This design comes from an exercise in tuning for small area on the open sky130 flow, not from production work. In this exercise RTL edits were held to simulation tests only and were not proved equivalent to the original. Power is estimated from default activity; no workload was simulated.

==> flow/design.v <==
`timescale 1ns/1ps
package wallacePkg;
	localparam int rowCount = 13;
	localparam int rowWidth = 26;
	localparam int rowShift = 2;
	localparam int productWidth = 48;
	localparam int firstLayerRows = 9;
	localparam int earlyRows = 6;
	localparam int thirdLayerRows = 4;
	localparam int fourthLayerRows = 3;
	localparam int pipeDepth = 3;
	function automatic logic [productWidth-1:0] alignRow(input logic [rowWidth-1:0] row, input int index);
		logic [productWidth-1:0] extended;
		extended = {{(productWidth - rowWidth){row[rowWidth-1]}}, row};
		alignRow = extended << (rowShift * index);
	endfunction
	function automatic logic [productWidth-1:0] csaSum(input logic [productWidth-1:0] a,
			input logic [productWidth-1:0] b, input logic [productWidth-1:0] c);
		csaSum = a ^ b ^ c;
	endfunction
	function automatic logic [productWidth-1:0] csaCarry(input logic [productWidth-1:0] a,
			input logic [productWidth-1:0] b, input logic [productWidth-1:0] c);
		logic [productWidth-1:0] majority;
		majority = (a & b) | (a & c) | (b & c);
		csaCarry = majority << 1;
	endfunction
endpackage
`timescale 1ns/1ps
module earlyReducer
(
	input logic clk,
	input logic rstN,
	input logic [wallacePkg::rowCount*wallacePkg::rowWidth-1:0] rows,
	input logic inValid,
	output logic [wallacePkg::earlyRows*wallacePkg::productWidth-1:0] earlyRowsQ,
	output logic earlyValid
);
	localparam int W = wallacePkg::productWidth;
	localparam int RW = wallacePkg::rowWidth;
	localparam int N = wallacePkg::rowCount;
	localparam int L1 = wallacePkg::firstLayerRows;
	localparam int L2 = wallacePkg::earlyRows;
	logic [N*W-1:0] aligned;
	logic [L1*W-1:0] layer1;
	logic [L2*W-1:0] layer2;
	genvar k;
	genvar g;
	generate
		for (k = 0; k < N; k++) begin : genAlign
			assign aligned[k*W +: W] = wallacePkg::alignRow(rows[k*RW +: RW], k);
		end
	endgenerate
	generate
		for (g = 0; g < N / 3; g++) begin : genLayer1
			assign layer1[(2*g)*W +: W] = wallacePkg::csaSum(
				aligned[(3*g)*W +: W],
				aligned[(3*g+1)*W +: W],
				aligned[(3*g+2)*W +: W]
			);
			assign layer1[(2*g+1)*W +: W] = wallacePkg::csaCarry(
				aligned[(3*g)*W +: W],
				aligned[(3*g+1)*W +: W],
				aligned[(3*g+2)*W +: W]
			);
		end
		for (k = 3 * (N / 3); k < N; k++) begin : genPass1
			assign layer1[(k - N / 3)*W +: W] = aligned[k*W +: W];
		end
	endgenerate
	generate
		for (g = 0; g < L1 / 3; g++) begin : genLayer2
			assign layer2[(2*g)*W +: W] = wallacePkg::csaSum(
				layer1[(3*g)*W +: W],
				layer1[(3*g+1)*W +: W],
				layer1[(3*g+2)*W +: W]
			);
			assign layer2[(2*g+1)*W +: W] = wallacePkg::csaCarry(
				layer1[(3*g)*W +: W],
				layer1[(3*g+1)*W +: W],
				layer1[(3*g+2)*W +: W]
			);
		end
	endgenerate
	always_ff @(posedge clk) begin
		earlyRowsQ <= layer2;
	end
	always_ff @(posedge clk or negedge rstN) begin
		if (!rstN) begin
			earlyValid <= 1'b0;
		end else begin
			earlyValid <= inValid;
		end
	end
endmodule
`timescale 1ns/1ps
module lateReducer
(
	input logic clk,
	input logic rstN,
	input logic [wallacePkg::earlyRows*wallacePkg::productWidth-1:0] earlyRowsQ,
	input logic earlyValid,
	output logic [wallacePkg::productWidth-1:0] sumQ,
	output logic [wallacePkg::productWidth-1:0] carryQ,
	output logic pairValid
);
	localparam int W = wallacePkg::productWidth;
	localparam int L2 = wallacePkg::earlyRows;
	localparam int L3 = wallacePkg::thirdLayerRows;
	localparam int L4 = wallacePkg::fourthLayerRows;
	logic [L3*W-1:0] layer3;
	logic [L4*W-1:0] layer4;
	logic [W-1:0] pairSum;
	logic [W-1:0] pairCarry;
	genvar g;
	genvar k;
	generate
		for (g = 0; g < L2 / 3; g++) begin : genLayer3
			assign layer3[(2*g)*W +: W] = wallacePkg::csaSum(
				earlyRowsQ[(3*g)*W +: W],
				earlyRowsQ[(3*g+1)*W +: W],
				earlyRowsQ[(3*g+2)*W +: W]
			);
			assign layer3[(2*g+1)*W +: W] = wallacePkg::csaCarry(
				earlyRowsQ[(3*g)*W +: W],
				earlyRowsQ[(3*g+1)*W +: W],
				earlyRowsQ[(3*g+2)*W +: W]
			);
		end
	endgenerate
	generate
		for (g = 0; g < L3 / 3; g++) begin : genLayer4
			assign layer4[(2*g)*W +: W] = wallacePkg::csaSum(
				layer3[(3*g)*W +: W],
				layer3[(3*g+1)*W +: W],
				layer3[(3*g+2)*W +: W]
			);
			assign layer4[(2*g+1)*W +: W] = wallacePkg::csaCarry(
				layer3[(3*g)*W +: W],
				layer3[(3*g+1)*W +: W],
				layer3[(3*g+2)*W +: W]
			);
		end
		for (k = 3 * (L3 / 3); k < L3; k++) begin : genPass4
			assign layer4[(k - L3 / 3)*W +: W] = layer3[k*W +: W];
		end
	endgenerate
	assign pairSum = wallacePkg::csaSum(layer4[0 +: W], layer4[W +: W], layer4[2*W +: W]);
	assign pairCarry = wallacePkg::csaCarry(layer4[0 +: W], layer4[W +: W], layer4[2*W +: W]);
	always_ff @(posedge clk) begin
		sumQ <= pairSum;
		carryQ <= pairCarry;
	end
	always_ff @(posedge clk or negedge rstN) begin
		if (!rstN) begin
			pairValid <= 1'b0;
		end else begin
			pairValid <= earlyValid;
		end
	end
endmodule
`timescale 1ns/1ps
module finalAdder
(
	input logic clk,
	input logic rstN,
	input logic [wallacePkg::productWidth-1:0] sumQ,
	input logic [wallacePkg::productWidth-1:0] carryQ,
	input logic pairValid,
	output logic [wallacePkg::productWidth-1:0] product,
	output logic outValid
);
	logic [wallacePkg::productWidth-1:0] fullSum;
	assign fullSum = sumQ + carryQ;
	always_ff @(posedge clk) begin
		product <= fullSum;
	end
	always_ff @(posedge clk or negedge rstN) begin
		if (!rstN) begin
			outValid <= 1'b0;
		end else begin
			outValid <= pairValid;
		end
	end
endmodule
`timescale 1ns/1ps
module wallaceTree
(
	input logic clk,
	input logic rstN,
	input logic [337:0] rows,
	input logic inValid,
	output logic [47:0] product,
	output logic outValid
);
	logic [wallacePkg::earlyRows*wallacePkg::productWidth-1:0] earlyRowsQ;
	logic earlyValid;
	logic [wallacePkg::productWidth-1:0] sumQ;
	logic [wallacePkg::productWidth-1:0] carryQ;
	logic pairValid;
	earlyReducer uEarly (
		.clk(clk),
		.rstN(rstN),
		.rows(rows),
		.inValid(inValid),
		.earlyRowsQ(earlyRowsQ),
		.earlyValid(earlyValid)
	);
	lateReducer uLate (
		.clk(clk),
		.rstN(rstN),
		.earlyRowsQ(earlyRowsQ),
		.earlyValid(earlyValid),
		.sumQ(sumQ),
		.carryQ(carryQ),
		.pairValid(pairValid)
	);
	finalAdder uFinal (
		.clk(clk),
		.rstN(rstN),
		.sumQ(sumQ),
		.carryQ(carryQ),
		.pairValid(pairValid),
		.product(product),
		.outValid(outValid)
	);
endmodule
==> flow/run.sh <==
#!/bin/bash
# synth_recipe.tcl (not shown) runs the flow's synth.tcl, then flattens the netlist and writes it again
# the make line also repeats each setting of config.mk as NAME=value (left out here)
make -C /OpenROAD-flow-scripts/flow DESIGN_CONFIG=/design/flow/config.mk WORK_HOME=/design/flow/orfs CLKGATE_MAP_FILE= SYNTH_SCRIPT=/design/flow/synth_recipe.tcl finish
==> flow/config.mk <==
export PLATFORM = sky130hd
export DESIGN_NAME = wallaceTree
export DESIGN_NICKNAME = wallaceTree
export VERILOG_FILES = /design/flow/design.v
export SDC_FILE = /design/flow/constraint.sdc
export NUM_CORES = 4
export LEC_CHECK = 0
export CAP_MARGIN = 20
export CORE_MARGIN = 2
export CORE_UTILIZATION = 40
export SLEW_MARGIN = 20
==> flow/constraint.sdc <==
create_clock -name core_clock -period 3.0 [get_ports {clk}]
set_input_delay 0.6000 -clock core_clock [delete_from_list [all_inputs] [get_ports {clk}]]
set_output_delay 0.6000 -clock core_clock [all_outputs]
set_load 0.01 [all_outputs]
==> results_tabular.tex <==
\begin{tabular}{lr}
\hline
Metric & Value \\
\hline
\multicolumn{2}{l}{\textbf{Run status}} \\
\quad Run status & timing/DRC/antenna clean \\
\multicolumn{2}{l}{\textbf{Floorplan}} \\
\quad Die boundary width & 209 um \\
\quad Standard-cell rows & 75 \\
\quad Starting density of the core & 40.3\% \\
\quad Number of primary I/O pins & between 300 and 400 \\
\quad Core area & about 0.042 sq mm \\
\quad Overall die height & 209 um \\
\quad Area of the die & 0.0436 sq mm \\
\multicolumn{2}{l}{\textbf{Placement}} \\
\quad Setup slack after placement & 0.285 ns \\
\quad Final GP Congestion & 0.865 \\
\quad Half-perimeter wire length after detailed placement & 28600 um \\
\quad Total of buffers placed on input and output ports & 387 \\
\multicolumn{2}{l}{\textbf{Worst setup path}} \\
\quad Worst Path Max Fanout & 3 \\
\quad Cell-by-cell listing of the critical path & ha\_1 -> fa\_1 -> a211oi\_2 -> o211ai\_2 -> nand3\_1 -> nand3\_1 -> a41o\_1 -> nor4b\_1 -> a311o\_1 \\
\quad Data arrival time at the worst-slack endpoint & between 3 and 4 ns \\
\quad CP Buf/Inv Count & 0 \\
\quad Element type at the critical path start & register \\
\quad Worst path slowest cell & sky130\_fd\_sc\_hd\_\_fa\_1 \\
\quad Cell occurring most often along the worst timing path & sky130\_fd\_sc\_hd\_\_nand3\_1 \\
\quad Critical path class & register to register \\
\quad Slowest cell delay on critical path & 0.44 ns \\
\quad Critical path required time & about 3.5 ns \\
\quad Endpoint kind of the worst setup timing path & register \\
\quad CP top delay family & compound AO/OA/AOI/OAI gates \\
\multicolumn{2}{l}{\textbf{CTS}} \\
\quad Bufs on Longest Clock Path & 3 \\
\quad CTS tree & done \\
\quad Root Driver & sky130\_fd\_sc\_hd\_\_clkbuf\_16 \\
\quad Clock-pin slew on the worst setup and hold paths & 0.06 ns \\
\quad Total setup buffers inserted after CTS & 0 \\
\quad Source-to-sink clock delay at the later pin of the worst-skew pair & 0.53 ns \\
\quad Hold Buf Count CTS & 0 \\
\quad Clock buffer count from CTS & 38 \\
\quad Number of sinks driven by the clock tree & 330 \\
\quad Post-CTS Resized & 0 \\
\quad H-tree depth reported by CTS & 2 \\
\multicolumn{2}{l}{\textbf{Synthesis}} \\
\quad Share of Yosys cell area claimed by the top area cell type & 39.0\% \\
\quad Syn. warnings & 3 \\
\quad Top cell type by total area after synthesis & sky130\_fd\_sc\_hd\_\_dfxtp\_1 \\
\quad Async S/R FF share, synth & 0.909\% \\
\quad Net Count, Synth & between 2000 and 2500 \\
\quad Cell area after synthesis & 0.0168 sq mm \\
\quad Number of synthesized register bits & 330 \\
\quad Number of synthesized flops with an enable pin & 0 \\
\quad Primary flip-flop cell chosen by synthesis mapping & sky130\_fd\_sc\_hd\_\_dfxtp\_1 \\
\quad Average size of a mapped cell & $\sim$13 sq um \\
\quad Area contributors post-synth & sky130\_fd\_sc\_hd\_\_dfxtp\_1 39\%, sky130\_fd\_sc\_hd\_\_fa\_1 36\%, sky130\_fd\_sc\_hd\_\_ha\_1 6.6\% \\
\quad Post-synth cell types & 61 \\
\quad Number of instances in the synthesized netlist & roughly 1300 \\
\quad Sequential element share of the synthesized area & 39.4\% \\
\multicolumn{2}{l}{\textbf{GRT}} \\
\quad Wire length of the first global-routing pass & about 56000 um \\
\quad Total gr overflow & 0 \\
\quad Number of global-route vias before repair & roughly 12000 \\
\quad Antenna violations before repair & 1 \\
\quad Largest net degree at the start of global routing & 14 \\
\quad GRT Total Usage & 16.1\% \\
\multicolumn{2}{l}{\textbf{Cells and area}} \\
\quad Total number of nets in the final design & roughly 2500 \\
\quad Share of layout cells above drive strength 1 & 4.46\% \\
\quad Antenna cell count & 0 \\
\quad Area Overhead vs Synth & 34.8\% \\
\quad Filler cell count in the final layout & between 3000 and 4000 \\
\multicolumn{2}{l}{\textbf{Timing}} \\
\quad Relative slew slack & 64.9\% \\
\quad Count of final hold-check violations & 0 \\
\quad Worst setup slack after layout & 0.288 ns \\
\quad Finish-stage setup viols & 0 \\
\quad Final setup skew & 0.0204 ns \\
\quad Total count of max-transition violations in the final report & 0 \\
\quad Time the worst path needs with I/O delays and setup & 2.71 ns \\
\quad Transition at the pin with the smallest max-transition slack & between 0.5 and 0.6 ns \\
\quad Highest achievable clock rate & 0.369 GHz \\
\quad Portion of the clock cycle consumed by the worst path in the final layout & 90.4\% \\
\quad Sum of negative setup slack & 0 ns \\
\quad RSZ-0062 raised after global routing & false \\
\multicolumn{2}{l}{\textbf{Routing}} \\
\quad Avg WL per Cell & about 15 um \\
\quad Detailed Routing Iterations Pass 1 & 4 \\
\quad Residual antenna-violating net count after detailed routing & 0 \\
\quad Vias & approximately 10000 \\
\quad Violation count after the first detailed-routing iteration & 270 \\
\quad Total wire length & 33400 um \\
\quad Via-per-instance ratio & 4.43 \\
\quad Count of unresolved DRC violations after routing & 0 \\
\multicolumn{2}{l}{\textbf{Run}} \\
\quad Max-cap check violation count & 0 \\
\multicolumn{2}{l}{\textbf{Power and ir drop}} \\
\quad P\_leak & 10.1 nW \\
\quad IR drop worst, VDD & 378 uV \\
\quad Cell Pwr Density & just under 1000 mW/mm\^{}2 \\
\multicolumn{2}{l}{\textbf{Hold path}} \\
\quad Class of the tightest hold or removal check & primary input to async pin \\
\hline
\end{tabular}
## path summary, 6_finish.rpt
path                               startpoint                  to  slack (ns)  cells past startpoint
worst max register to register  uLate.sumQ[7]  uFinal.product[31]        0.29                      9
max in group asynchronous                rstN     uFinal.outValid        2.60                      1
worst max-delay path            uLate.sumQ[7]  uFinal.product[31]        0.29                      9
worst min register to register  uLate.sumQ[5]   uFinal.product[5]        0.32                      0
min in group core_clock         uLate.sumQ[5]   uFinal.product[5]        0.32                      0
worst min-delay path                     rstN     uLate.pairValid        0.25                      1
## layout make-up
class | instances | area [sq um] | share of cell area [%]
clock buffer | 53 | 1130 | 5.00
clock inverter | 15 | 184 | 0.813
inverter | 277 | 1040 | 4.59
multi-input combinational | 680 | 9060 | 40.0
sequential | 330 | 6620 | 29.3
tap | 539 | 674 | 2.98
timing repair buffer | 393 | 3920 | 17.3
## registers in the layout (all words and copies together), names as in the netlist
name and count:
uFinal.product 48, uEarly.earlyValid 1, uFinal.outValid 1, uLate.pairValid 1, uLate.sumQ 48, uEarly.earlyRowsQ 190
uLate.carryQ 41
## metrics by stage
stage                     instance area (sq um)  hold slack (ns)  util (%)  total power, mW  std cells
after floorplan                           16800            0.304         -             13.9       1302
after detailed placement                  21300            0.312      51.2             17.8       2219
after global placement                    21300            0.310      51.2             17.6       2219
final                                     22600            0.251      54.3             22.2       2287
after CTS                                 22600            0.220      54.3             22.7       2287
after global routing                      22600            0.237      54.3             24.5       2287
## logic make-up after synthesis
group           after synthesis  synth area share, %
flops                       330                 39.4
xor+xnor                     46                 2.40
simple gates                109                 3.19
fa+ha+maj                   395                 43.1
compound gates              130                 5.26
buf+inv                     292                 6.62
## per-layer routing
| metal | track usage [%] | share of wire [%] |
|---|---|---|
| met1 | 18.9 | 39 |
| met2 | 28.8 | 51 |
| met3 | 4.22 | 6.8 |
| met4 | 4.61 | 2.3 |
| met5 | 0 | 0.027 |
## power breakdown
group          leakage, nW  total, mW  switching (mW)  internal [mW]
sequential            2.79       6.71           0.580           6.13
combinational         6.68       10.8            5.82           4.98
clock                0.648       4.73            1.76           2.98
total                 10.1       22.2            8.15           14.1
## synthesized netlist by cell type (3+ instances only)
library cell / count
sky130_fd_sc_hd__o21bai_1: 6
sky130_fd_sc_hd__a211oi_1: 4
sky130_fd_sc_hd__a31oi_1: 4
sky130_fd_sc_hd__nor4b_1: 3
sky130_fd_sc_hd__a21o_1: 12
sky130_fd_sc_hd__o21ai_0: 17
sky130_fd_sc_hd__o21ai_1: 4
sky130_fd_sc_hd__nand4_1: 8
sky130_fd_sc_hd__o211ai_1: 8
sky130_fd_sc_hd__nor4_1: 3
sky130_fd_sc_hd__clkbuf_1: 3
sky130_fd_sc_hd__buf_2: 11
sky130_fd_sc_hd__nand3_1: 17
sky130_fd_sc_hd__o21a_1: 5
sky130_fd_sc_hd__xor2_1: 24
sky130_fd_sc_hd__inv_1: 277
sky130_fd_sc_hd__a21oi_1: 39
sky130_fd_sc_hd__nor3_1: 7
sky130_fd_sc_hd__dfrtp_1: 3
sky130_fd_sc_hd__ha_1: 89
sky130_fd_sc_hd__nor2_1: 20
sky130_fd_sc_hd__fa_1: 306
sky130_fd_sc_hd__and2_1: 3
sky130_fd_sc_hd__xnor2_1: 22
sky130_fd_sc_hd__and3_1: 3
sky130_fd_sc_hd__nor2b_1: 3
sky130_fd_sc_hd__dfxtp_1: 327
sky130_fd_sc_hd__nand2_1: 35
## worst register-to-register path: cells and delay by family, from the launching register on
family	cells	cell delay, ns
flops	1	0.30
compound gates	4	0.99
simple gates	3	0.72
fa+ha+maj	2	0.67
## cell usage in the layout, fill, tap and decap left out, types with 4 or more instances in the layout
cell	n
sky130_fd_sc_hd__fa_1	306
sky130_fd_sc_hd__nand2_1	35
sky130_fd_sc_hd__a21o_1	12
sky130_fd_sc_hd__o21ai_1	4
sky130_fd_sc_hd__a211oi_1	4
sky130_fd_sc_hd__a31oi_1	4
sky130_fd_sc_hd__o21ai_0	17
sky130_fd_sc_hd__nor3_1	7
sky130_fd_sc_hd__clkbuf_16	41
sky130_fd_sc_hd__bufinv_16	4
sky130_fd_sc_hd__xnor2_1	22
sky130_fd_sc_hd__clkbuf_1	6
sky130_fd_sc_hd__xor2_1	24
sky130_fd_sc_hd__clkinv_2	8
sky130_fd_sc_hd__clkdlybuf4s50_1	387
sky130_fd_sc_hd__o21a_1	5
sky130_fd_sc_hd__nand4_1	8
sky130_fd_sc_hd__ha_1	89
sky130_fd_sc_hd__nand3_1	17
sky130_fd_sc_hd__inv_1	277
sky130_fd_sc_hd__o211ai_1	8
sky130_fd_sc_hd__buf_4	6
sky130_fd_sc_hd__nor2_1	20
sky130_fd_sc_hd__dfxtp_1	327
sky130_fd_sc_hd__a21oi_1	39
sky130_fd_sc_hd__o21bai_1	6
sky130_fd_sc_hd__clkbuf_8	6

==> static timing again, ports no longer ideal <==
The results above use ideal ports. As a check the final layout listed here was re-extracted and re-timed, cells and wires unchanged. Step 1 (the two cells are an assumption about what drives the block):
set clk [get_ports {clk}]
set_driving_cell -lib_cell sky130_fd_sc_hd__clkbuf_16 $clk
set_driving_cell -lib_cell sky130_fd_sc_hd__buf_2 [delete_from_list [all_inputs] $clk]
Step 2 times the ports against the registers' clock, not the clock port: input delays grow and output delays shrink by t, the midpoint of the rising clock arrivals with the driver on. a / b / c = ideal / step 1 / step 2; a / b = the first two.
t (ns): 0.569
slack for setup (ns): 0.288 / 0.288 / 0.288
hold slack, ns: 0.251 / 0.224 / 0.325
worst data-port slew with drivers (ns): 0.11
After both steps setup and hold are still met in this run. The setup slack of this run moves by 0.000 ns with the drivers and by 0.000 ns with both steps.
